From an optimization exercise on the open Yosys and OpenROAD flow, aimed at small area; shortcuts taken in it are not production practice. At most, simulation tests tie the RTL to the original design; equivalence was not proved. The RTL of runs 2 to 4 was laid out without a check of its function. No activity file was given, so power comes from the tool's default toggle rates.

## flow/config.mk

```make
export PLATFORM = sky130hd
export DESIGN_NAME = lc4_core
export DESIGN_NICKNAME = lc4_core
export VERILOG_FILES = /design/flow/design.v
export SDC_FILE = /design/flow/constraint.sdc
export NUM_CORES = 4
export LEC_CHECK = 0
export CAP_MARGIN = 20
export CORE_MARGIN = 2
export CORE_UTILIZATION = 40
export CTS_CLUSTER_DIAMETER = 120
export CTS_CLUSTER_SIZE = 25
export SLEW_MARGIN = 20
export SYNTH_HIERARCHICAL = 1
export SYNTH_MINIMUM_KEEP_SIZE = 0
```

## flow/flow/recover.tcl

```tcl
# After floorplanning: downsize cells that synthesis made larger than their
# paths need (repair_timing's power recovery); later stages repair timing,
# slew and capacitance as usual.
repair_timing -recover_power 100 -verbose
```

## flow/flow/run.sh

```bash
#!/bin/bash
set -euo pipefail
export BUFFER_PORTS_ARGS="-buffer_cell sky130_fd_sc_hd__buf_1"
export CTS_ARGS="-sink_clustering_enable -repair_clock_nets -sink_clustering_size 25 -sink_clustering_max_diameter 120 -dont_use_dummy_load"
export POST_FLOORPLAN_TCL="$PWD/flow/recover.tcl"
bash standard.sh > flow_make.log 2>&1
```

## flow/standard.sh

```bash
#!/bin/bash
# synth_recipe.tcl (not shown) runs the flow's synth.tcl, then flattens the netlist and writes it again
# the make line also repeats each setting of config.mk as NAME=value (left out here)
make -C /OpenROAD-flow-scripts/flow DESIGN_CONFIG=/design/flow/config.mk WORK_HOME=/design/flow/orfs CLKGATE_MAP_FILE= SYNTH_SCRIPT=/design/flow/synth_recipe.tcl "${@:-finish}"
```

## flow/design.v

```verilog
`timescale 1ns/1ps
module lc4_rd3n (
   input  logic [2:0] i_sel,
   input  logic [2:0] i_d,
   output logic       o_yn
);
   assign o_yn = !(|(i_sel & i_d));
endmodule
module lc4_rdbit (
   input  logic [7:0] i_sel,
   input  logic [7:0] i_d,
   output logic       o_y
);
   logic [1:0] yn;
   lc4_rd3n u_0 (.i_sel(i_sel[2:0]), .i_d(i_d[2:0]), .o_yn(yn[0]));
   lc4_rd3n u_1 (.i_sel(i_sel[5:3]), .i_d(i_d[5:3]), .o_yn(yn[1]));
   assign o_y = !(yn[0] & yn[1]) | (i_sel[6] & i_d[6]) | (i_sel[7] & i_d[7]);
endmodule
module lc4_pgbit (
   input  logic i_a,
   input  logic i_b,      
   input  logic i_nu,     
   input  logic i_im,     
   input  logic i_inv,    
   output logic o_p,
   output logic o_g
);
   logic opb;
   assign opb = ((i_b & i_nu) | i_im) ^ i_inv;
   assign o_p = i_a ^ opb;
   assign o_g = i_a & opb;
endmodule
module lc4_resbit (
   input  logic i_p,
   input  logic i_g,
   input  logic i_c,
   input  logic i_b,
   input  logic i_rd,
   input  logic i_kp,     
   input  logic i_kc,     
   input  logic i_kg,     
   input  logic i_kld,    
   input  logic i_kst,    
   output logic o_r
);
   assign o_r = ((i_p & i_kp) ^ (i_c & i_kc)) | (i_g & i_kg) | (i_rd & i_kld) | (i_b & i_kst);
endmodule
module lc4_cgrp (
   input  logic [3:0] i_p,
   input  logic [3:0] i_g,
   input  logic       i_cin,
   output logic [3:1] o_c,
   output logic       o_gg,
   output logic       o_gp
);
   assign o_c[1] = i_g[0] | (i_p[0] & i_cin);
   assign o_c[2] = i_g[1] | (i_p[1] & o_c[1]);
   assign o_c[3] = i_g[2] | (i_p[2] & o_c[2]);
   assign o_gg   = i_g[3] | (i_p[3] & (i_g[2] | (i_p[2] & (i_g[1] | (i_p[1] & i_g[0])))));
   assign o_gp   = &i_p;
endmodule
module lc4_carry (
   input  logic [15:0] i_p,
   input  logic [15:0] i_g,
   input  logic        i_cin,
   output logic [15:0] o_c    
);
   logic [3:0] gg, gp;
   logic [4:0] cg;            
   assign cg[0] = i_cin;
   assign cg[1] = gg[0] | (gp[0] & i_cin);
   assign cg[2] = gg[1] | (gp[1] & gg[0]) | (gp[1] & gp[0] & i_cin);
   assign cg[3] = gg[2] | (gp[2] & gg[1]) | (gp[2] & gp[1] & gg[0]) | (gp[2] & gp[1] & gp[0] & i_cin);
   assign cg[4] = 1'b0;
   for (genvar k = 0; k < 4; k++) begin : g_grp
      lc4_cgrp u_g (.i_p(i_p[4*k+3:4*k]), .i_g(i_g[4*k+3:4*k]), .i_cin(cg[k]),
                    .o_c(o_c[4*k+3:4*k+1]), .o_gg(gg[k]), .o_gp(gp[k]));
      assign o_c[4*k] = cg[k];
   end
endmodule
module lc4_agu_carry (
   input  logic [5:0] i_p,
   input  logic [5:0] i_g,
   output logic [6:1] o_c
);
   always_comb begin
      for (int k = 1; k <= 6; k++) begin
         logic t, all_p;
         t = 1'b0;
         for (int j = 0; j < k; j++) begin
            all_p = 1'b1;
            for (int m = j + 1; m < k; m++) all_p = all_p & i_p[m];
            t = t | (i_g[j] & all_p);
         end
         o_c[k] = t;
      end
   end
endmodule
module lc4_agu_hibit (
   input  logic i_a,
   input  logic i_ones,
   input  logic i_zeros,
   input  logic i_inc,
   input  logic i_dec,
   output logic o_y
);
   assign o_y = i_a ^ ((i_inc & i_ones) | (i_dec & i_zeros));
endmodule
module lc4_agu (
   input  logic [15:0] i_a,
   input  logic [5:0]  i_off,
   output logic [15:0] o_addr
);
   logic [5:0] p, g;
   logic [6:0] c;
   logic [9:0] ones, zeros;  
   logic       inc, dec;
   assign p = i_a[5:0] ^ i_off;
   assign g = i_a[5:0] & i_off;
   assign c[0] = 1'b0;
   lc4_agu_carry u_c (.i_p(p), .i_g(g), .o_c(c[6:1]));
   assign o_addr[5:0] = p ^ c[5:0];
   assign inc = c[6] & !i_off[5];
   assign dec = !c[6] & i_off[5];
   always_comb begin
      for (int i = 0; i < 10; i++) begin
         ones[i]  = 1'b1;
         zeros[i] = 1'b1;
         for (int j = 0; j < i; j++) begin
            ones[i]  = ones[i] & i_a[j+6];
            zeros[i] = zeros[i] & !i_a[j+6];
         end
      end
   end
   for (genvar i = 0; i < 10; i++) begin : g_hi
      lc4_agu_hibit u_hi (.i_a(i_a[i+6]), .i_ones(ones[i]), .i_zeros(zeros[i]),
                          .i_inc(inc), .i_dec(dec), .o_y(o_addr[i+6]));
   end
endmodule
module lc4_core #(
   parameter logic [15:0] RESET_PC = 16'h8200  
) (
   input  logic        gwe,
   input  logic        i_rst,
   output logic [15:0] o_imem_addr,
   input  logic [15:0] i_imem_insn,
   output logic [15:0] o_dmem_addr,
   input  logic [15:0] i_dmem_rdata,
   output logic        o_dmem_we,
   output logic [15:0] o_dmem_wdata,
   output logic [15:0] o_wb_pc,
   output logic [15:0] o_wb_insn,
   output logic        o_wb_reg_we,
   output logic [2:0]  o_wb_reg_sel,
   output logic [15:0] o_wb_reg_data,
   output logic        o_wb_dmem_we,
   output logic [15:0] o_wb_dmem_addr,
   output logic [15:0] o_wb_dmem_data
);
   logic [15:0] pc;                  
   logic [15:2] pc4;                 
   logic [15:2] pre;                 
   logic [15:0] d_insn, x_insn, m_insn, w_insn;
   logic [2:0]  m_rt;                
   logic        m_use_rs;            
   logic        w_valid;             
   logic        m_valid;             
   logic [15:0] regs [8];
   logic [15:0] w_addr, w_data;
   always_ff @(posedge gwe) begin
      if (i_rst) pc <= RESET_PC - 16'd4;
      else begin
         pc[1:0] <= pc[1:0] + 2'd1;
         if (pc[1] && pc[0]) pc[15:2] <= pc4;
      end
      d_insn  <= i_imem_insn;
      x_insn  <= d_insn;
      m_insn  <= x_insn;
      w_insn  <= m_insn;
      m_rt    <= (x_insn[15:12] == 4'b0111) ? x_insn[11:9] : x_insn[2:0];
      m_use_rs <= x_insn[15:12] != 4'b1001;
      w_valid <= !i_rst && m_valid;
   end
   always_comb begin
      pre[2] = 1'b1;
      for (int i = 3; i < 16; i++) pre[i] = pre[i-1] & pc[i-1];
   end
   assign pc4 = pc[15:2] ^ pre;
   assign m_valid = w_valid || (pc[1] && pc[0]);
   assign o_imem_addr = {pc4, pc[1:0]};
   logic [3:0] m_op;
   logic       m_arith, m_logic, m_ldr, m_str, m_const, m_we, m_mem;
   assign m_op    = m_insn[15:12];
   assign m_arith = m_op == 4'b0001;
   assign m_logic = m_op == 4'b0101;
   assign m_ldr   = m_op == 4'b0110;
   assign m_str   = m_op == 4'b0111;
   assign m_const = m_op == 4'b1001;
   assign m_mem   = m_valid && !i_rst && (m_ldr || m_str);
   assign m_we    = m_valid && ((m_arith && (m_insn[5] || !m_insn[3])) ||
                                m_logic || m_ldr || m_const);
   logic       use_b, use_imm, inv, kp, kc, kg, kld, kst;
   logic       reg_form;
   assign reg_form = !m_insn[5] && (m_arith || m_logic);
   assign use_imm = m_insn[5] || m_ldr || m_str || m_const;
   assign use_b   = !use_imm && !(m_logic && m_insn[4:3] == 2'b01);  
   assign inv     = reg_form && (m_arith ? m_insn[4] : (m_insn[4:3] == 2'b01));  
   assign kp      = !i_rst && (m_arith || m_const || (m_logic && !m_insn[5] && m_insn[4:3] != 2'b00));
   assign kc      = !i_rst && m_arith;
   assign kg      = !i_rst && m_logic && (m_insn[5] || m_insn[4:3] == 2'b00 || m_insn[4:3] == 2'b10);
   assign kld     = !i_rst && m_ldr;
   assign kst     = !i_rst && m_str;
   logic [15:0] imm;
   always_comb begin
      if (m_const)            imm = {{7{m_insn[8]}}, m_insn[8:0]};
      else if (m_ldr || m_str) imm = {{10{m_insn[5]}}, m_insn[5:0]};
      else                    imm = {{11{m_insn[4]}}, m_insn[4:0]};
   end
   logic [7:0]  sel_a, sel_b;
   for (genvar j = 0; j < 8; j++) begin : g_dec
      assign sel_a[j] = m_use_rs && m_insn[8:6] == 3'(j);
      assign sel_b[j] = m_rt == 3'(j);
   end
   logic [15:0] a, b, p, g, c, addr, res;
   for (genvar i = 0; i < 16; i++) begin : g_bit
      logic [7:0] col;
      for (genvar j = 0; j < 8; j++) begin : g_col
         assign col[j] = regs[j][i];
      end
      lc4_rdbit u_ra (.i_sel(sel_a), .i_d(col), .o_y(a[i]));
      lc4_rdbit u_rb (.i_sel(sel_b), .i_d(col), .o_y(b[i]));
      lc4_pgbit u_pg (.i_a(a[i]), .i_b(b[i]), .i_nu(use_b), .i_im(use_imm && imm[i]),
                      .i_inv(inv), .o_p(p[i]), .o_g(g[i]));
      lc4_resbit u_res (.i_p(p[i]), .i_g(g[i]), .i_c(c[i]), .i_b(b[i]), .i_rd(i_dmem_rdata[i]),
                        .i_kp(kp), .i_kc(kc), .i_kg(kg), .i_kld(kld), .i_kst(kst), .o_r(res[i]));
   end
   lc4_carry u_carry (.i_p(p), .i_g(g), .i_cin(inv), .o_c(c));
   lc4_agu u_agu (.i_a(a), .i_off(m_insn[5:0]), .o_addr(addr));
   always_ff @(posedge gwe) begin
      for (int i = 0; i < 8; i++)
         if (i_rst || (m_we && m_insn[11:9] == 3'(i))) regs[i] <= res;
   end
   assign o_dmem_addr  = m_mem ? addr : 16'd0;
   assign o_dmem_we    = m_valid && m_str;
   assign o_dmem_wdata = (m_valid && m_str) ? b : 16'd0;
   always_ff @(posedge gwe) begin
      w_addr <= o_dmem_addr;    
      w_data <= res;
   end
   logic [3:0]  w_op;
    assign w_op = w_insn[15:12];
   assign o_wb_pc        = {pc[15] & w_valid, pc[14:9], pc[8:0] & {9{w_valid}}};
   assign o_wb_insn      = w_valid ? w_insn : 16'd0;
   assign o_wb_reg_we    = w_valid && ((w_op == 4'b0001 && (w_insn[5] || !w_insn[3])) ||
                                       w_op == 4'b0101 || w_op == 4'b0110 || w_op == 4'b1001);
   assign o_wb_reg_sel   = w_insn[11:9];
   assign o_wb_reg_data  = w_data;
   assign o_wb_dmem_we   = w_valid && w_op == 4'b0111;
   assign o_wb_dmem_addr = w_addr;
   assign o_wb_dmem_data = (w_valid && (w_op == 4'b0110 || w_op == 4'b0111)) ? w_data : 16'd0;
endmodule
```

## flow/constraint.sdc

```tcl
create_clock -name core_clock -period 5.0 [get_ports {gwe}]
set_input_delay 1.0000 -clock core_clock [delete_from_list [all_inputs] [get_ports {gwe}]]
set_output_delay 1.0000 -clock core_clock [all_outputs]
set_load 0.01 [all_outputs]
```

==> impl_metrics.yaml, run 1 <==
status:
  run_status: "complete, no violations"
clock_tree:
  cts_made_buffers: 13
  path_clk_slew_ns: 0.09
  postCtsHoldBufs: 0
  cts.htree.levels: 1
  tritoncts: "built"
  clockBufferDepth: 3
  cts_root_buffer: "sky130_fd_sc_hd__clkbuf_16"
  clkSinkCount: 245
  worstSkewPairLatency_ns: 0.48
placed_design:
  placement.setup.worst_slack_ns: 0.247
  place_area_um2: 11800
  gp_congestion: 0.880
  dp.cells: 1357
  port-buffer-count: 167
  hpwl_mm: 20.2
setup_path:
  critical-path-max-stage-delay_ns: 0.45
  cp-start-kind: "flop"
  critPathRequiredTime_ns: 4.00
  cp_num_buf_inv: 2
  r2r_slack_ns: 0.72
  delay_heaviest_family_cp: "simple AND/OR/NAND/NOR gates"
  cp-startpoint: "m_insn[6]$_DFF_P_"
  crit-reg2reg-launch: "m_insn[14]$_DFF_P_"
  critical_path.max_fanout: 16
  worst_r2r_path_depth: 17
  worst-setup-path-type: "reg -> out"
  cpMaxStageDelayCell: "sky130_fd_sc_hd__dfxtp_1"
  worstPathCellList: "nand2b_1, nor2_1, buf_4, a222oi_1, nand3_1, ha_1, a21o_1, a21oi_1, o21ai_0, nor2b_4, a22oi_2, xnor2_1, and2_0, buf_1"
  critical_path.reg2reg.endpoint: "regs[0][15]$_DFFE_PP_"
  timing.critical_path.to_type: "primary output"
  cp_data_arrival_time_ns: 3.75
flow_run:
  timing.max_cap.violations: 0
yosys:
  syn-cell-area_um2: 10600
  synthesis.area_per_instance_um2: 12.6
  yosys_warnings: 10
  synth_cells: 847
timing:
  post-route-period-util_pct: 95.0
  timing.max_slew.rel_slack_pct: 31.5
  finalCriticalPeriod_ns: 4.75
  finalClockSkew_ns: 0.0250
  setup_violations_final: 0
  finalHoldViolCount: 0
  drv_slew: 0
  rsz0062_at_grt: "no"
  worst_slew_pin_slew_ns: 1.03
  fmaxAchievable_mhz: 210
  setup_tns_ns: 0
  final_critical_path_setup_slack_ns: 0.249
global_routing:
  grt_max_degree: 32
  global_routing_usage_summed_across_all_routing_layers_pct: 20.0
  global_route_wire_length_before_repair_mm: 43.5
  grt_ovf: 0
  antenna_found_initial: 0
  number_of_global_route_vias_before_repair: 7486
final_layout:
  finalNonFillerCells: 1370
  final_cell_area_um2: 12200
  n_fill_cell: 2399
  syn2layout_area_growth_pct: 14.3
  final_common_cell: "sky130_fd_sc_hd__buf_1"
  drive_above_1_share_pct: 9.08
  fin_nets: 1106
  most_used_cells_in_the_layout_excluding_fill_and_tap_cells: "167 x sky130_fd_sc_hd__buf_1, 128 x sky130_fd_sc_hd__edfxtp_1, 117 x sky130_fd_sc_hd__dfxtp_1"
  insertedDiodeCount: 0
routing:
  route.antenna.remaining_nets: 0
  drt_first_pass_iters: 12
  detail_route.iter0.violations: 995
  detail_route.wirelength_mm: 29.1
  avgRoutedWirePerCell_um: 21.2
  route.detailed.vias_per_inst: 5.79
  via_count: 7937
  route.detailed.drc: 0
power_and_ir_drop:
  power.leakage_nw: 4.51
  proportion_of_power_drawn_by_flip_flops_and_latches_pct: 58.0
  ir_worst_vdd_mv: 0.238
  post-layout-total-power_w: 0.00400
  total_switching_power_w: 0.00105
  power_density_nw_per_um2: 329
  clock_power_share_pct: 26.1
  combinationalPowerShare_pct: 15.9
  power.share.switching_pct: 26.3
  internal_power_w: 0.00295
die:
  rows: 59
  die_h_um: 167
  floorplan.initialDensity_pct: 40.8
  fp.dieW_um: 167
  core_area_um2: 26100
  die-area_um2: 27900
  boundaryPins: 168
worst_hold_path:
  hp-start: "d_insn[1]$_DFF_P_"
  worst_hold_path.endpoint: "x_insn[1]$_DFF_P_"
  timing.hold.worst.class: "reg -> reg"
  hold_critical_path_depth: 0
## sequential cells by signal, summed over array words and instances (netlist names), 16 cells and up
| name | count |
|---|---|
| w_insn | 16 |
| w_addr | 16 |
| regs | 128 |
| pc | 16 |
| w_data | 16 |
| d_insn | 16 |
| m_insn | 16 |
| x_insn | 16 |
## layout make-up
type | instances | area [µm²] | share of cell area (%)
sequential | 245 | 6190 | 50.9
timing repair buffer | 202 | 915 | 7.52
clock buffer | 13 | 325 | 2.67
multi-input combinational | 566 | 4280 | 35.2
tap | 335 | 419 | 3.45
inverter | 9 | 33.8 | 0.278
## worst max path at each step
stage	end	slack [ns]	cells after the start
5_1_grt	o_dmem_addr[15]	0.02	14
3_5_place_dp	o_dmem_addr[13]	0.25	14
4_1_cts	o_dmem_addr[13]	0.07	14
2_1_floorplan	o_dmem_addr[6]	0.49	12
6_report	o_dmem_addr[10]	0.25	14
3_3_place_gp	o_dmem_addr[13]	0.34	14
## layer usage
layer,track usage [%],vias to the layer above,wire [µm]
li1,-,3679,-
met2,33.7,408,14000
met1,27.4,3815,12300
met3,2.38,35,2420
met5,0,-,0
met4,4.99,0,422
## worst reg2reg max path: stages (launching register included)
cell and delay (ns):
sky130_fd_sc_hd__dfxtp_1 0.52, sky130_fd_sc_hd__and4bb_1 0.32, sky130_fd_sc_hd__a21o_1 0.21, sky130_fd_sc_hd__nor2_2 0.25, sky130_fd_sc_hd__o31a_1 0.19, sky130_fd_sc_hd__buf_4 0.28, sky130_fd_sc_hd__a21oi_2 0.10, sky130_fd_sc_hd__xnor2_1 0.14
sky130_fd_sc_hd__ha_1 0.35, sky130_fd_sc_hd__a21oi_1 0.15, sky130_fd_sc_hd__o21ai_0 0.10, sky130_fd_sc_hd__a21o_1 0.23, sky130_fd_sc_hd__a31o_1 0.26, sky130_fd_sc_hd__a21o_1 0.18, sky130_fd_sc_hd__a31o_1 0.24, sky130_fd_sc_hd__nand2_1 0.09
sky130_fd_sc_hd__xnor2_1 0.12, sky130_fd_sc_hd__nand2_1 0.24
## repair_timing
action                                  4_1_cts  5_1_grt
endpoints found under the setup margin       10       10
gates resized for setup                       1        1
endpoints found under the hold margin         0        0
buffers inserted                              0        0
gates cloned                                  0        0
## stage by stage
step	utilization [%]	hold slack, ns
after CTS	46.6	0.333
after global routing	46.7	0.340
after floorplan	-	0.310
final	46.7	0.332
after detailed placement	45.4	0.312
after global placement	45.3	0.310
## power groups by stage
stage | registers (W) | clock network [W] | logic [W]
2_1_floorplan | 0.00234 | 0 | 0.000431
3_3_place_gp | 0.00237 | 0 | 0.000622
3_5_place_dp | 0.00237 | 0 | 0.000627
4_1_cts | 0.00232 | 0.00107 | 0.000630
5_1_grt | 0.00234 | 0.00115 | 0.000691
6_report | 0.00232 | 0.00105 | 0.000636
==> run 2: changes to the inputs <==
--- a/flow/design.v
+++ b/flow/design.v
@@ -19,14 +19,14 @@
 module lc4_pgbit (
    input  logic i_a,
    input  logic i_b,      
-   input  logic i_nu,     
+   input  logic i_k1,     
    input  logic i_im,     
-   input  logic i_inv,    
+   input  logic i_k0,     
    output logic o_p,
    output logic o_g
 );
    logic opb;
-   assign opb = ((i_b & i_nu) | i_im) ^ i_inv;
+   assign opb = i_im | (i_b ? i_k1 : i_k0);
    assign o_p = i_a ^ opb;
    assign o_g = i_a & opb;
 endmodule
@@ -229,8 +229,8 @@
       end
       lc4_rdbit u_ra (.i_sel(sel_a), .i_d(col), .o_y(a[i]));
       lc4_rdbit u_rb (.i_sel(sel_b), .i_d(col), .o_y(b[i]));
-      lc4_pgbit u_pg (.i_a(a[i]), .i_b(b[i]), .i_nu(use_b), .i_im(use_imm && imm[i]),
-                      .i_inv(inv), .o_p(p[i]), .o_g(g[i]));
+      lc4_pgbit u_pg (.i_a(a[i]), .i_b(b[i]), .i_k1((use_b && !inv) || (m_logic && reg_form && m_insn[4:3] == 2'b01)), .i_im(use_imm && imm[i]),
+                      .i_k0(inv), .o_p(p[i]), .o_g(g[i]));
       lc4_resbit u_res (.i_p(p[i]), .i_g(g[i]), .i_c(c[i]), .i_b(b[i]), .i_rd(i_dmem_rdata[i]),
                         .i_kp(kp), .i_kc(kc), .i_kg(kg), .i_kld(kld), .i_kst(kst), .o_r(res[i]));
    end
==> flow/flow/run.sh (replaced) <==
#!/bin/bash
set -euo pipefail
export BUFFER_PORTS_ARGS="-buffer_cell sky130_fd_sc_hd__buf_1"
export CTS_ARGS="-sink_clustering_enable -repair_clock_nets -sink_clustering_size 25 -sink_clustering_max_diameter 120 -dont_use_dummy_load"
bash standard.sh > flow_make.log 2>&1
removed: flow/flow/recover.tcl
==> run 2 against run 1 <==
Die area shrank 0.44%. Sequential power about the same. Hold slack worse by 0.010 ns. Critical endpoint is now o_dmem_addr[13]. Non-clock buffer count grew 13. Critical path depth grew 1. Worst setup slack gained 0.0050 ns. Largest power group unchanged.
==> impl_metrics.yaml, run 2 <==
setup_path:
  timing.critical_path.to_type: "primary output"
  worst_r2r_path_depth: 16
  critical_path.reg2reg.endpoint: "regs[0][15]$_DFFE_PP_"
  critPathRequiredTime_ns: 4.00
  crit-reg2reg-launch: "m_rt[0]$_DFF_P_"
  cp-start-kind: "flop"
  cp-startpoint: "m_insn[8]$_DFF_P_"
  worst-setup-path-type: "reg -> out"
  cp_data_arrival_time_ns: 3.75
  critical_path.max_fanout: 16
  endpoint_of_the_most_critical_setup_path: "o_dmem_addr[13]"
  r2r_slack_ns: 0.73
final_layout:
  largest_reg_flops: 128
  fin_nets: 1125
  final_cell_area_um2: 12200
  drive_above_1_share_pct: 9.30
  n_fill_cell: 2398
  insertedDiodeCount: 0
  final_common_cell: "sky130_fd_sc_hd__buf_1"
  most_used_cells_in_the_layout_excluding_fill_and_tap_cells: "167 x sky130_fd_sc_hd__buf_1, 128 x sky130_fd_sc_hd__edfxtp_1, 117 x sky130_fd_sc_hd__dfxtp_1"
  syn2layout_area_growth_pct: 15.4
  registers.top_by_ff_count: "regs"
timing:
  setup_tns_ns: 0
  setup_violations_final: 0
  timing.max_slew.rel_slack_pct: 38.9
  drv_slew: 0
  worst_slew_pin_slew_ns: 0.917
  rsz0062_at_grt: "no"
  fmaxAchievable_mhz: 211
  finalHoldViolCount: 0
  finalClockSkew_ns: 0.0294
  post-route-period-util_pct: 94.9
  finalCriticalPeriod_ns: 4.75
placed_design:
  place_area_um2: 11900
  hpwl_mm: 21.1
  gp_congestion: 0.887
  port-buffer-count: 167
routing:
  avgRoutedWirePerCell_um: 22.3
  drt_first_pass_iters: 11
  route.antenna.remaining_nets: 0
  detail_route.iter0.violations: 1167
  route.detailed.drc: 0
  route.detailed.vias_per_inst: 5.88
  detail_route.wirelength_mm: 30.9
  via_count: 8166
clock_tree:
  postCtsHoldBufs: 0
  clkSinkCount: 245
  cts_root_buffer: "sky130_fd_sc_hd__clkbuf_16"
  clockBufferDepth: 3
  cts_made_buffers: 13
  tritoncts: "built"
  worstSkewPairLatency_ns: 0.49
  cts.htree.levels: 1
  path_clk_slew_ns: 0.09
yosys:
  synth_cells: 853
  yosys_warnings: 10
  synthesis.area_per_instance_um2: 12.4
  syn-cell-area_um2: 10600
global_routing:
  global_route_wire_length_before_repair_mm: 45.3
  number_of_global_route_vias_before_repair: 7450
  grt_ovf: 0
  grt_max_degree: 28
  global_routing_usage_summed_across_all_routing_layers_pct: 21.2
  antenna_found_initial: 0
power_and_ir_drop:
  ir_worst_vdd_mv: 0.212
  power.leakage_nw: 4.73
  power_density_nw_per_um2: 329
  post-layout-total-power_w: 0.00402
die:
  die-area_um2: 27800
  boundaryPins: 168
  core_area_um2: 26100
  die_h_um: 167
  floorplan.initialDensity_pct: 40.6
  fp.dieW_um: 167
  rows: 59
worst_hold_path:
  timing.hold.worst.class: "reg -> reg"
status:
  run_status: "complete, no violations"
flow_run:
  timing.max_cap.violations: 0
run 2: layout make-up:
cell class	instances	area, µm²	share of cell area (%)
timing repair buffer	215	1010	8.28
inverter	11	41.3	0.338
multi-input combinational	570	4240	34.7
sequential	245	6190	50.6
tap	335	419	3.43
clock buffer	13	325	2.66
run 2: repair_timing:
item,in CTS,in global routing
hold endpoints to repair,0,0
pin swaps,0,1
setup endpoints to repair,10,10
resized for setup,2,0
setup buffers,0,1
run 2: critical path, cell delays in order, from the launching register on:
cell	delay [ns]
sky130_fd_sc_hd__dfxtp_1	0.38
sky130_fd_sc_hd__nand2b_1	0.20
sky130_fd_sc_hd__nor3_1	0.09
sky130_fd_sc_hd__buf_4	0.22
sky130_fd_sc_hd__a222oi_1	0.36
sky130_fd_sc_hd__nand3_1	0.21
sky130_fd_sc_hd__ha_1	0.38
sky130_fd_sc_hd__a21o_1	0.20
sky130_fd_sc_hd__a21oi_2	0.15
sky130_fd_sc_hd__o21ai_1	0.13
sky130_fd_sc_hd__nor2b_4	0.17
sky130_fd_sc_hd__buf_12	0.14
sky130_fd_sc_hd__a22oi_2	0.18
sky130_fd_sc_hd__xnor2_1	0.13
sky130_fd_sc_hd__and2_1	0.16
sky130_fd_sc_hd__buf_1	0.15
run 2: how the worst min path moves through the flow:
stage	end	startpoint	cells after the start
after detailed placement	x_insn[3]$_DFF_P_	d_insn[3]$_DFF_P_	0
final	x_insn[12]$_DFF_P_	d_insn[12]$_DFF_P_	0
after global routing	x_insn[12]$_DFF_P_	d_insn[12]$_DFF_P_	0
after CTS	x_insn[12]$_DFF_P_	d_insn[12]$_DFF_P_	0
after global placement	m_insn[3]$_DFF_P_	x_insn[3]$_DFF_P_	0
after floorplan	m_insn[3]$_DFF_P_	x_insn[3]$_DFF_P_	0
run 2: metal layers:
layer	up-vias	share of wire [%]	track usage (%)	routed length [µm]
met4	0	3.3	6.93	1020
met2	512	45	33.7	14000
li1	3742	-	-	-
met1	3840	42	29.8	13000
met3	72	9.5	3.40	2940
met5	-	0	0	0
run 2: power breakdown:
group | switching [W] | internal (W) | total, W
logic | 0.000400 | 0.000239 | 0.000639
registers | 0.0000749 | 0.00224 | 0.00232
clock network | 0.000595 | 0.000469 | 0.00106
run 2: metrics by stage:
step                      std cells  utilization [%]  hold slack [ns]  worst slack [ns]
after global placement         1375             45.5            0.311             0.281
after global routing           1389             46.9            0.338           0.00442
after detailed placement       1375             45.6            0.313             0.144
after CTS                      1388             46.8            0.331             0.172
after floorplan                 854                -            0.310             0.492
final                          1389             46.9            0.322             0.254
==> run 3: changes to the inputs <==
==> flow/flow/run.sh (replaced) <==
#!/bin/bash
set -euo pipefail
export BUFFER_PORTS_ARGS="-buffer_cell sky130_fd_sc_hd__buf_1"
export CTS_ARGS="-sink_clustering_enable -repair_clock_nets -sink_clustering_size 30 -sink_clustering_max_diameter 100 -dont_use_dummy_load"
bash standard.sh > flow_make.log 2>&1
--- a/flow/config.mk
+++ b/flow/config.mk
@@ -8,8 +8,8 @@
 export CAP_MARGIN = 20
 export CORE_MARGIN = 2
 export CORE_UTILIZATION = 40
-export CTS_CLUSTER_DIAMETER = 120
-export CTS_CLUSTER_SIZE = 25
+export CTS_CLUSTER_DIAMETER = 100
+export CTS_CLUSTER_SIZE = 30
 export SLEW_MARGIN = 20
 export SYNTH_HIERARCHICAL = 1
 export SYNTH_MINIMUM_KEEP_SIZE = 0
==> run 3 against run 2 <==
Combinational power about the same. Clock power fell by 5%. Synthesized cell count stayed put. Count of clock-buffer cells in the layout decreased by 1.
==> impl_metrics.yaml, run 3 <==
status:
  run_status: "complete, no violations"
routing:
  detail_route.iter0.violations: 1325
  route.detailed.vias_per_inst: 5.87
  detail_route.wirelength_mm: 30.9
  drt_first_pass_iters: 8
  route.antenna.remaining_nets: 0
  avgRoutedWirePerCell_um: 22.3
  route.detailed.drc: 0
  via_count: 8149
power_and_ir_drop:
  total_switching_power_w: 0.00105
  power.share.switching_pct: 26.4
  power.leakage_nw: 4.71
  power_density_nw_per_um2: 325
  ir_worst_vdd_mv: 0.168
  internal_power_w: 0.00292
  combinationalPowerShare_pct: 16.1
  proportion_of_power_drawn_by_flip_flops_and_latches_pct: 58.5
  clock_power_share_pct: 25.4
timing:
  fmaxAchievable_mhz: 210
  final_critical_path_setup_slack_ns: 0.239
  timing.max_slew.rel_slack_pct: 40.4
  drv_slew: 0
  finalClockSkew_ns: 0.0358
  setup_violations_final: 0
  setup_tns_ns: 0
  post-route-period-util_pct: 95.2
  worst_slew_pin_slew_ns: 0.894
  fin_worst_hold_slack_ns: 0.326
  rsz0062_at_grt: "no"
  finalHoldViolCount: 0
  finalCriticalPeriod_ns: 4.76
worst_hold_path:
  hold_critical_path_depth: 0
  worst_hold_path.endpoint: "x_insn[12]$_DFF_P_"
  timing.hold.worst.class: "reg -> reg"
  hp-start: "d_insn[12]$_DFF_P_"
final_layout:
  combined_flip_flop_and_latch_cell_area_um2: 6190
  largest_reg_flops: 128
  fin_nets: 1124
  n_fill_cell: 2403
  most_used_cells_in_the_layout_excluding_fill_and_tap_cells: "167 x sky130_fd_sc_hd__buf_1, 128 x sky130_fd_sc_hd__edfxtp_1, 117 x sky130_fd_sc_hd__dfxtp_1"
  insertedDiodeCount: 0
  final_cell_area_um2: 12200
  syn2layout_area_growth_pct: 15.2
  final_common_cell: "sky130_fd_sc_hd__buf_1"
  multiInputGateArea_um2: 4240
  registers.top_by_ff_count: "regs"
  drive_above_1_share_pct: 9.21
clock_tree:
  postCtsHoldBufs: 0
  clkSinkCount: 245
  cts_made_buffers: 12
  clockBufferDepth: 3
  worstSkewPairLatency_ns: 0.49
  path_clk_slew_ns: 0.11
  cts_root_buffer: "sky130_fd_sc_hd__clkbuf_16"
  tritoncts: "built"
  cts.htree.levels: 1
global_routing:
  number_of_global_route_vias_before_repair: 7428
  global_routing_usage_summed_across_all_routing_layers_pct: 21.2
  antenna_found_initial: 0
  grt_max_degree: 31
  global_route_wire_length_before_repair_mm: 45.3
  grt_ovf: 0
setup_path:
  worstPathCellList: "nand2b_1, nor3_1, buf_4, a222oi_1, nand3_1, ha_1, a21o_1, a21oi_2, o21ai_1, nor2b_4, buf_12, a22oi_2, xnor2_1, and2_1, buf_1"
  worst_r2r_path_depth: 16
  critical_path.max_fanout: 16
  cpMaxStageDelayCell: "sky130_fd_sc_hd__dfxtp_1"
  cp_data_arrival_time_ns: 3.76
  timing.critical_path.to_type: "primary output"
  cp-start-kind: "flop"
  worst-setup-path-type: "reg -> out"
  critPathRequiredTime_ns: 4.00
  critical-path-max-stage-delay_ns: 0.39
  r2r_slack_ns: 0.77
  crit-reg2reg-launch: "m_rt[0]$_DFF_P_"
  critical_path.reg2reg.endpoint: "regs[5][15]$_DFFE_PP_"
placed_design:
  gp_congestion: 0.887
  placement.setup.worst_slack_ns: 0.144
  port-buffer-count: 167
  place_area_um2: 11900
  hpwl_mm: 21.1
die:
  die_h_um: 167
  fp.dieW_um: 167
  boundaryPins: 168
  rows: 59
  floorplan.initialDensity_pct: 40.6
  die-area_um2: 27800
  core_area_um2: 26100
flow_run:
  timing.max_cap.violations: 0
yosys:
  syn-cell-area_um2: 10600
  synthesis.area_per_instance_um2: 12.4
  yosys_warnings: 10
  synth_cells: 853
==> run 3: worst max path at each step <==
stage	startpoint	endpoint	slack (ns)	cells past startpoint
floorplan	m_insn[8]$_DFF_P_	o_dmem_addr[6]	0.49	12
global placement	m_insn[8]$_DFF_P_	o_dmem_addr[13]	0.28	14
detailed placement	m_insn[8]$_DFF_P_	o_dmem_addr[15]	0.14	14
CTS	m_insn[8]$_DFF_P_	o_dmem_addr[13]	0.18	14
global route	m_insn[8]$_DFF_P_	o_dmem_addr[7]	0.003	15
finish	m_insn[8]$_DFF_P_	o_dmem_addr[15]	0.24	15
==> run 3: what timing repair did <==
item / 4_1_cts / 5_1_grt
setup buffers: 0 / 1
endpoints found under the setup margin: 10 / 10
cloned: 0 / 0
resized for setup: 2 / 0
pin swaps: 0 / 1
==> run 3: final cells by class <==
class	instances	share of cell area [%]
clock buffers	12	2.46
inverters	11	0.338
multi-input cells	570	34.8
flip-flops and latches	245	50.7
well taps	335	3.44
repair buffers	215	8.30
==> run 3: metal layers <==
metal	share of wire (%)	global-route usage (%)
met1	42	29.8
met2	45	34.1
met3	9.7	3.30
met4	3.0	6.30
met5	0	0
==> run 3: per-stage QoR <==
step	total power, W	cells	util (%)
after global routing	0.00414	1388	46.8
after detailed placement	0.00299	1375	45.6
after floorplan	0.00275	854	-
after CTS	0.00399	1387	46.7
final	0.00397	1388	46.8
after global placement	0.00299	1375	45.5
==> run 3: power groups by stage <==
| stage | sequential [W] | combinational, W | clock (W) |
|---|---|---|---|
| 2_1_floorplan | 0.00234 | 0.000411 | 0 |
| 3_3_place_gp | 0.00236 | 0.000622 | 0 |
| 3_5_place_dp | 0.00236 | 0.000628 | 0 |
| 4_1_cts | 0.00232 | 0.000632 | 0.00105 |
| 5_1_grt | 0.00233 | 0.000697 | 0.00111 |
| 6_report | 0.00232 | 0.000640 | 0.00101 |
==> run 3: critical path, delay by kind of cell (launching register included) <==
kind                     cells  cell delay (ns)
AND/OR/NAND/NOR              5             0.83
buffers and inverters        3             0.52
adder cells (fa/ha/maj)      1             0.38
AO/OA/AOI/OAI                5             1.03
flip-flops                   1             0.39
XOR/XNOR                     1             0.13
==> run 4: changes to the inputs <==
==> flow/flow/run.sh (replaced) <==
#!/bin/bash
set -euo pipefail
export BUFFER_PORTS_ARGS="-buffer_cell sky130_fd_sc_hd__buf_1"
export CTS_ARGS="-sink_clustering_enable -repair_clock_nets -sink_clustering_size 35 -sink_clustering_max_diameter 100 -dont_use_dummy_load"
bash standard.sh > flow_make.log 2>&1
--- a/flow/config.mk
+++ b/flow/config.mk
@@ -9,7 +9,7 @@
 export CORE_MARGIN = 2
 export CORE_UTILIZATION = 40
 export CTS_CLUSTER_DIAMETER = 100
-export CTS_CLUSTER_SIZE = 30
+export CTS_CLUSTER_SIZE = 35
 export SLEW_MARGIN = 20
 export SYNTH_HIERARCHICAL = 1
 export SYNTH_MINIMUM_KEEP_SIZE = 0
==> run 4 against run 3 <==
Worst setup slack better by 0.0064 ns. Cell count unchanged. Count of clock-buffer cells in the layout down 1. Routed wire length hardly changed. Hold slack gained 0.010 ns. Fmax grew 0.13%. Sequential power hardly changed. Highest routed layer unchanged.
==> impl_metrics.yaml, run 4 <==
setup_path:
  critPathRequiredTime_ns: 4.00
  crit-reg2reg-launch: "m_rt[0]$_DFF_P_"
  cp_data_arrival_time_ns: 3.75
  critical-path-max-stage-delay_ns: 0.39
  delay_heaviest_family_cp: "compound AO/OA/AOI/OAI gates"
  worst-setup-path-type: "reg -> out"
  worst_r2r_path_depth: 16
  cp_num_buf_inv: 3
  worstPathCellList: "nand2b_1, nor3_1, buf_4, a222oi_1, nand3_1, ha_1, a21o_1, a21oi_2, o21ai_1, nor2b_4, buf_12, a22oi_2, xnor2_1, and2_1, buf_1"
  critical_path.max_fanout: 16
  r2r_slack_ns: 0.72
  cp-start-kind: "flop"
  timing.critical_path.to_type: "primary output"
  critical_path.reg2reg.endpoint: "regs[7][14]$_DFFE_PP_"
  cp-startpoint: "m_insn[8]$_DFF_P_"
  cpMaxStageDelayCell: "sky130_fd_sc_hd__dfxtp_1"
yosys:
  synthesis.area_per_instance_um2: 12.4
  synth_cells: 853
  syn-cell-area_um2: 10600
  yosys_warnings: 10
worst_hold_path:
  worst_hold_path.endpoint: "x_insn[12]$_DFF_P_"
  hold_critical_path_depth: 0
  hp-start: "d_insn[12]$_DFF_P_"
  timing.hold.worst.class: "reg -> reg"
routing:
  route.detailed.drc: 0
  route.antenna.remaining_nets: 0
  drt_first_pass_iters: 8
  avgRoutedWirePerCell_um: 22.3
  detail_route.iter0.violations: 1243
  detail_route.wirelength_mm: 30.9
  route.detailed.vias_per_inst: 5.88
  via_count: 8162
timing:
  setup_tns_ns: 0
  setup_violations_final: 0
  timing.max_slew.rel_slack_pct: 39.1
  worst_slew_pin_slew_ns: 0.914
  rsz0062_at_grt: "no"
  drv_slew: 0
  final_critical_path_setup_slack_ns: 0.245
  post-route-period-util_pct: 95.1
  finalClockSkew_ns: 0.0588
  finalCriticalPeriod_ns: 4.75
  finalHoldViolCount: 0
  fmaxAchievable_mhz: 210
final_layout:
  final_cell_area_um2: 12200
  drive_above_1_share_pct: 9.21
  largest_reg_flops: 128
  insertedDiodeCount: 0
  final_common_cell: "sky130_fd_sc_hd__buf_1"
  registers.top_by_ff_count: "regs"
  syn2layout_area_growth_pct: 15.0
  fin_nets: 1124
  final_util_pct: 46.7
  n_fill_cell: 2401
  most_used_cells_in_the_layout_excluding_fill_and_tap_cells: "167 x sky130_fd_sc_hd__buf_1, 128 x sky130_fd_sc_hd__edfxtp_1, 117 x sky130_fd_sc_hd__dfxtp_1"
placed_design:
  place_area_um2: 11900
  port-buffer-count: 167
  gp_congestion: 0.887
  placement.setup.worst_slack_ns: 0.144
  hpwl_mm: 21.1
clock_tree:
  cts_made_buffers: 11
  clkSinkCount: 245
  path_clk_slew_ns: 0.12
  worstSkewPairLatency_ns: 0.48
  clockBufferDepth: 3
  tritoncts: "built"
  cts_root_buffer: "sky130_fd_sc_hd__clkbuf_16"
  cts.htree.levels: 1
  postCtsHoldBufs: 0
power_and_ir_drop:
  proportion_of_power_drawn_by_flip_flops_and_latches_pct: 59.1
  ir_worst_vdd_mv: 0.178
  combinationalPowerShare_pct: 16.4
  power.leakage_nw: 4.71
  total_switching_power_w: 0.00104
  clock_power_share_pct: 24.6
  power.share.switching_pct: 26.5
  internal_power_w: 0.00289
  power_density_nw_per_um2: 322
die:
  boundaryPins: 168
  rows: 59
  core_area_um2: 26100
  floorplan.initialDensity_pct: 40.6
  die-area_um2: 27800
  die_h_um: 167
  fp.dieW_um: 167
global_routing:
  antenna_found_initial: 0
  grt_ovf: 0
  number_of_global_route_vias_before_repair: 7471
  global_routing_usage_summed_across_all_routing_layers_pct: 21.1
  global_route_wire_length_before_repair_mm: 45.2
  grt_max_degree: 36
status:
  run_status: "complete, no violations"
flow_run:
  timing.max_cap.violations: 0
run 4: per-stage QoR:
stage          hold WS [ns]  power [W]  std cells
2_1_floorplan         0.310    0.00275        854
3_5_place_dp          0.313    0.00299       1375
6_report              0.336    0.00393       1388
3_3_place_gp          0.311    0.00299       1375
5_1_grt               0.345    0.00409       1388
4_1_cts               0.341    0.00395       1386
run 4: worst max path at each step:
stage                            endpoint  slack (ns)  depth (start not counted)
after global routing       o_dmem_addr[7]       0.004                         15
after global placement    o_dmem_addr[13]        0.28                         14
after detailed placement  o_dmem_addr[15]        0.14                         14
final                     o_dmem_addr[13]        0.25                         15
after CTS                 o_dmem_addr[13]        0.16                         14
after floorplan            o_dmem_addr[6]        0.49                         12
run 4: repair_timing:
action,CTS,global route
hold endpoints to repair,0,0
pin swaps,0,1
buffers inserted,0,2
gates resized for setup,2,0
endpoints found under the setup margin,10,10
run 4: routing by layer:
metal | track usage (%) | share of wire (%) | vias to the layer above
li1 | - | - | 3727
met1 | 29.8 | 43 | 3872
met2 | 33.6 | 45 | 500
met3 | 3.18 | 9.4 | 63
met4 | 6.60 | 2.6 | 0
met5 | 0 | 0 | -
run 4: layout make-up:
class / instances / area, µm² / area share [%]
Clock buffer: 11 / 275 / 2.26
Inverter: 11 / 41.3 / 0.339
Multi-Input combinational cell: 570 / 4240 / 34.8
Sequential cell: 245 / 6190 / 50.8
Tap cell: 335 / 419 / 3.44
Timing Repair Buffer: 216 / 1020 / 8.37
run 4: power by group through the flow:
stage                     registers [W]  logic [W]  clock network (W)
after global placement          0.00236   0.000622                  0
final                           0.00232   0.000642           0.000965
after CTS                       0.00232   0.000632           0.000997
after detailed placement        0.00236   0.000628                  0
after floorplan                 0.00234   0.000411                  0
after global routing            0.00233   0.000698            0.00106
==> run 5: changes to the inputs <==
--- a/flow/design.v
+++ b/flow/design.v
@@ -19,14 +19,14 @@
 module lc4_pgbit (
    input  logic i_a,
    input  logic i_b,      
-   input  logic i_k1,     
+   input  logic i_nu,     
    input  logic i_im,     
-   input  logic i_k0,     
+   input  logic i_inv,    
    output logic o_p,
    output logic o_g
 );
    logic opb;
-   assign opb = i_im | (i_b ? i_k1 : i_k0);
+   assign opb = ((i_b & i_nu) | i_im) ^ i_inv;
    assign o_p = i_a ^ opb;
    assign o_g = i_a & opb;
 endmodule
@@ -229,8 +229,8 @@
       end
       lc4_rdbit u_ra (.i_sel(sel_a), .i_d(col), .o_y(a[i]));
       lc4_rdbit u_rb (.i_sel(sel_b), .i_d(col), .o_y(b[i]));
-      lc4_pgbit u_pg (.i_a(a[i]), .i_b(b[i]), .i_k1((use_b && !inv) || (m_logic && reg_form && m_insn[4:3] == 2'b01)), .i_im(use_imm && imm[i]),
-                      .i_k0(inv), .o_p(p[i]), .o_g(g[i]));
+      lc4_pgbit u_pg (.i_a(a[i]), .i_b(b[i]), .i_nu(use_b), .i_im(use_imm && imm[i]),
+                      .i_inv(inv), .o_p(p[i]), .o_g(g[i]));
       lc4_resbit u_res (.i_p(p[i]), .i_g(g[i]), .i_c(c[i]), .i_b(b[i]), .i_rd(i_dmem_rdata[i]),
                         .i_kp(kp), .i_kc(kc), .i_kg(kg), .i_kld(kld), .i_kst(kst), .o_r(res[i]));
    end
==> run 5 against run 4 <==
Still clean. Clock power grew 2%. Worst setup slack gained 0.0072 ns. Non-clock buffer count shrank 19. Register-to-register slack lost 0.13 ns. Utilization shrank 0.41 points. Cell count shrank 1.8%. First-iteration DRC count shrank 21%. Critical endpoint unchanged.
==> impl_metrics.yaml, run 5 <==
routing:
  route.detailed.drc: 0
  detail_route.iter0.violations: 983
  avgRoutedWirePerCell_um: 21.6
  route.detailed.vias_per_inst: 5.83
  detail_route.wirelength_mm: 29.5
  drt_first_pass_iters: 10
  via_count: 7945
  route.antenna.remaining_nets: 0
setup_path:
  critPathRequiredTime_ns: 4.00
  cp_data_arrival_time_ns: 3.75
  timing.critical_path.to_type: "primary output"
  worst-setup-path-type: "reg -> out"
  critical_path.max_fanout: 16
  cp-start-kind: "flop"
timing:
  setup_tns_ns: 0
  rsz0062_at_grt: "no"
  finalCriticalPeriod_ns: 4.75
  setup_violations_final: 0
  fmaxAchievable_mhz: 211
  drv_slew: 0
  post-route-period-util_pct: 95.0
  finalHoldViolCount: 0
  timing.max_slew.rel_slack_pct: 31.6
  fin_worst_hold_slack_ns: 0.328
  worst_slew_pin_slew_ns: 1.03
  finalClockSkew_ns: 0.0311
die:
  die_h_um: 167
  rows: 59
  core_area_um2: 26100
  fp.dieW_um: 167
  floorplan.initialDensity_pct: 40.8
  boundaryPins: 168
  die-area_um2: 27900
yosys:
  syn-cell-area_um2: 10600
  synth_cells: 847
  synthesis.area_per_instance_um2: 12.6
  yosys_warnings: 10
final_layout:
  final_common_cell: "sky130_fd_sc_hd__buf_1"
  multiInputGateArea_um2: 4280
  most_used_cells_in_the_layout_excluding_fill_and_tap_cells: "167 x sky130_fd_sc_hd__buf_1, 128 x sky130_fd_sc_hd__edfxtp_1, 117 x sky130_fd_sc_hd__dfxtp_1"
  largest_reg_flops: 128
  syn2layout_area_growth_pct: 13.5
  fin_nets: 1099
  registers.top_by_ff_count: "regs"
  finalNonFillerCells: 1363
  n_fill_cell: 2353
  combined_flip_flop_and_latch_cell_area_um2: 6190
  insertedDiodeCount: 0
  final_cell_area_um2: 12100
  drive_above_1_share_pct: 8.66
global_routing:
  antenna_found_initial: 1
  number_of_global_route_vias_before_repair: 7534
  global_routing_usage_summed_across_all_routing_layers_pct: 20.3
  grt_ovf: 0
  grt_max_degree: 36
  global_route_wire_length_before_repair_mm: 44.4
power_and_ir_drop:
  power.leakage_nw: 4.53
  ir_worst_vdd_mv: 0.219
  power_density_nw_per_um2: 327
clock_tree:
  clkSinkCount: 245
  worstSkewPairLatency_ns: 0.49
  clockBufferDepth: 3
  cts_made_buffers: 11
  path_clk_slew_ns: 0.12
  tritoncts: "built"
  cts_root_buffer: "sky130_fd_sc_hd__clkbuf_16"
  cts.htree.levels: 1
  postCtsHoldBufs: 0
placed_design:
  dp.cells: 1351
  port-buffer-count: 167
  gp_congestion: 0.857
  hpwl_mm: 20.5
  place_area_um2: 11800
flow_run:
  timing.max_cap.violations: 0
worst_hold_path:
  timing.hold.worst.class: "reg -> reg"
status:
  run_status: "complete, no violations"
run 5: critical path, stage by stage (launching register included):
cell and delay, ns:
sky130_fd_sc_hd__dfxtp_1 0.40, sky130_fd_sc_hd__nand2b_1 0.21, sky130_fd_sc_hd__nor3_1 0.10, sky130_fd_sc_hd__buf_12 0.16, sky130_fd_sc_hd__a222oi_1 0.35, sky130_fd_sc_hd__nand3_1 0.21
sky130_fd_sc_hd__ha_1 0.38, sky130_fd_sc_hd__a21o_1 0.23, sky130_fd_sc_hd__a21oi_1 0.16, sky130_fd_sc_hd__o21ai_1 0.11, sky130_fd_sc_hd__nor2b_4 0.14, sky130_fd_sc_hd__buf_12 0.17
sky130_fd_sc_hd__a22oi_2 0.18, sky130_fd_sc_hd__xnor2_1 0.13, sky130_fd_sc_hd__and2_1 0.15, sky130_fd_sc_hd__buf_1 0.17
run 5: area by class of cell:
class | count | share of cell area (%)
clock buffers | 11 | 2.28
multi-input cells | 566 | 35.5
inverters | 9 | 0.280
repair buffers | 197 | 7.26
flip-flops and latches | 245 | 51.2
well taps | 335 | 3.47
run 5: timing repair:
item,in CTS,in global routing
endpoints found under the setup margin,10,10
gates resized for setup,1,1
setup buffers,0,1
run 5: worst paths after layout:
kind                           start  slack [ns]  depth (start not counted)               endpoint
setup reg to reg  m_insn[14]$_DFF_P_        0.59                         17  regs[3][15]$_DFFE_PP_
setup / recovery   m_insn[8]$_DFF_P_        0.25                         15        o_dmem_addr[13]
hold reg to reg   d_insn[13]$_DFF_P_        0.33                          0     x_insn[13]$_DFF_P_
hold / removal    d_insn[13]$_DFF_P_        0.33                          0     x_insn[13]$_DFF_P_
run 5: through the flow:
step	utilization [%]	power [W]	setup slack, ns
after CTS	46.2	0.00395	0.0883
after global routing	46.3	0.00410	0.00325
after detailed placement	45.2	0.00299	0.310
after global placement	45.2	0.00299	0.381
after floorplan	-	0.00277	0.492
final	46.3	0.00394	0.252
run 5: per-layer routing:
metal,wire length [µm],vias up,GRT usage (%)
li1,-,3661,-
met1,12600,3770,28.3
met2,13100,456,32.2
met3,2780,58,3.26
met4,954,0,7.46
met5,0,-,0
run 5: power by group:
group          internal [W]  total (W)  switching, W  leakage (nW)
Combinational      0.000233   0.000635      0.000402          2.11
Clock              0.000401   0.000983      0.000583         0.136
Sequential          0.00225    0.00232     0.0000780          2.29
Total               0.00288    0.00394       0.00106          4.53

[what the ideal ports hide]
No port has a modelled driver above. Below, the same layouts with a new extraction and two added sets of constraints. Step 1 (the two cells are an assumption about what drives the block):
set clk [get_ports {gwe}]
set_driving_cell -lib_cell sky130_fd_sc_hd__clkbuf_16 $clk
set_driving_cell -lib_cell sky130_fd_sc_hd__buf_2 [delete_from_list [all_inputs] $clk]
Step 2 adds t to the input delays and takes it off the output delays; t is the mean of the earliest and latest rising clock arrival at the registers after step 1. Input paths then give back, and output paths get back, about the clock's delay inside the block. a / b / c = ideal / step 1 / step 2; a / b = the first two.
run | t (ns) | setup slack, ns | hold WS [ns] | worst register clock-pin slew, ns | worst data-port slew with drivers (ns)
run 1 | 0.518 | 0.249 / 0.200 / 0.717 | 0.332 / 0.332 / 0.332 | 0.10 / 0.10 | 0.04
run 2 | 0.519 | 0.254 / 0.207 / 0.726 | 0.322 / 0.322 / 0.322 | 0.10 / 0.10 | 0.04
run 3 | 0.518 | 0.239 / 0.191 / 0.709 | 0.326 / 0.326 / 0.326 | 0.11 / 0.11 | 0.04
run 4 | 0.498 | 0.245 / 0.198 / 0.696 | 0.336 / 0.336 / 0.336 | 0.12 / 0.12 | 0.04
run 5 | 0.520 | 0.252 / 0.205 / 0.589 | 0.328 / 0.328 / 0.328 | 0.12 / 0.12 | 0.05
After both steps setup and hold are still met in every run listed.
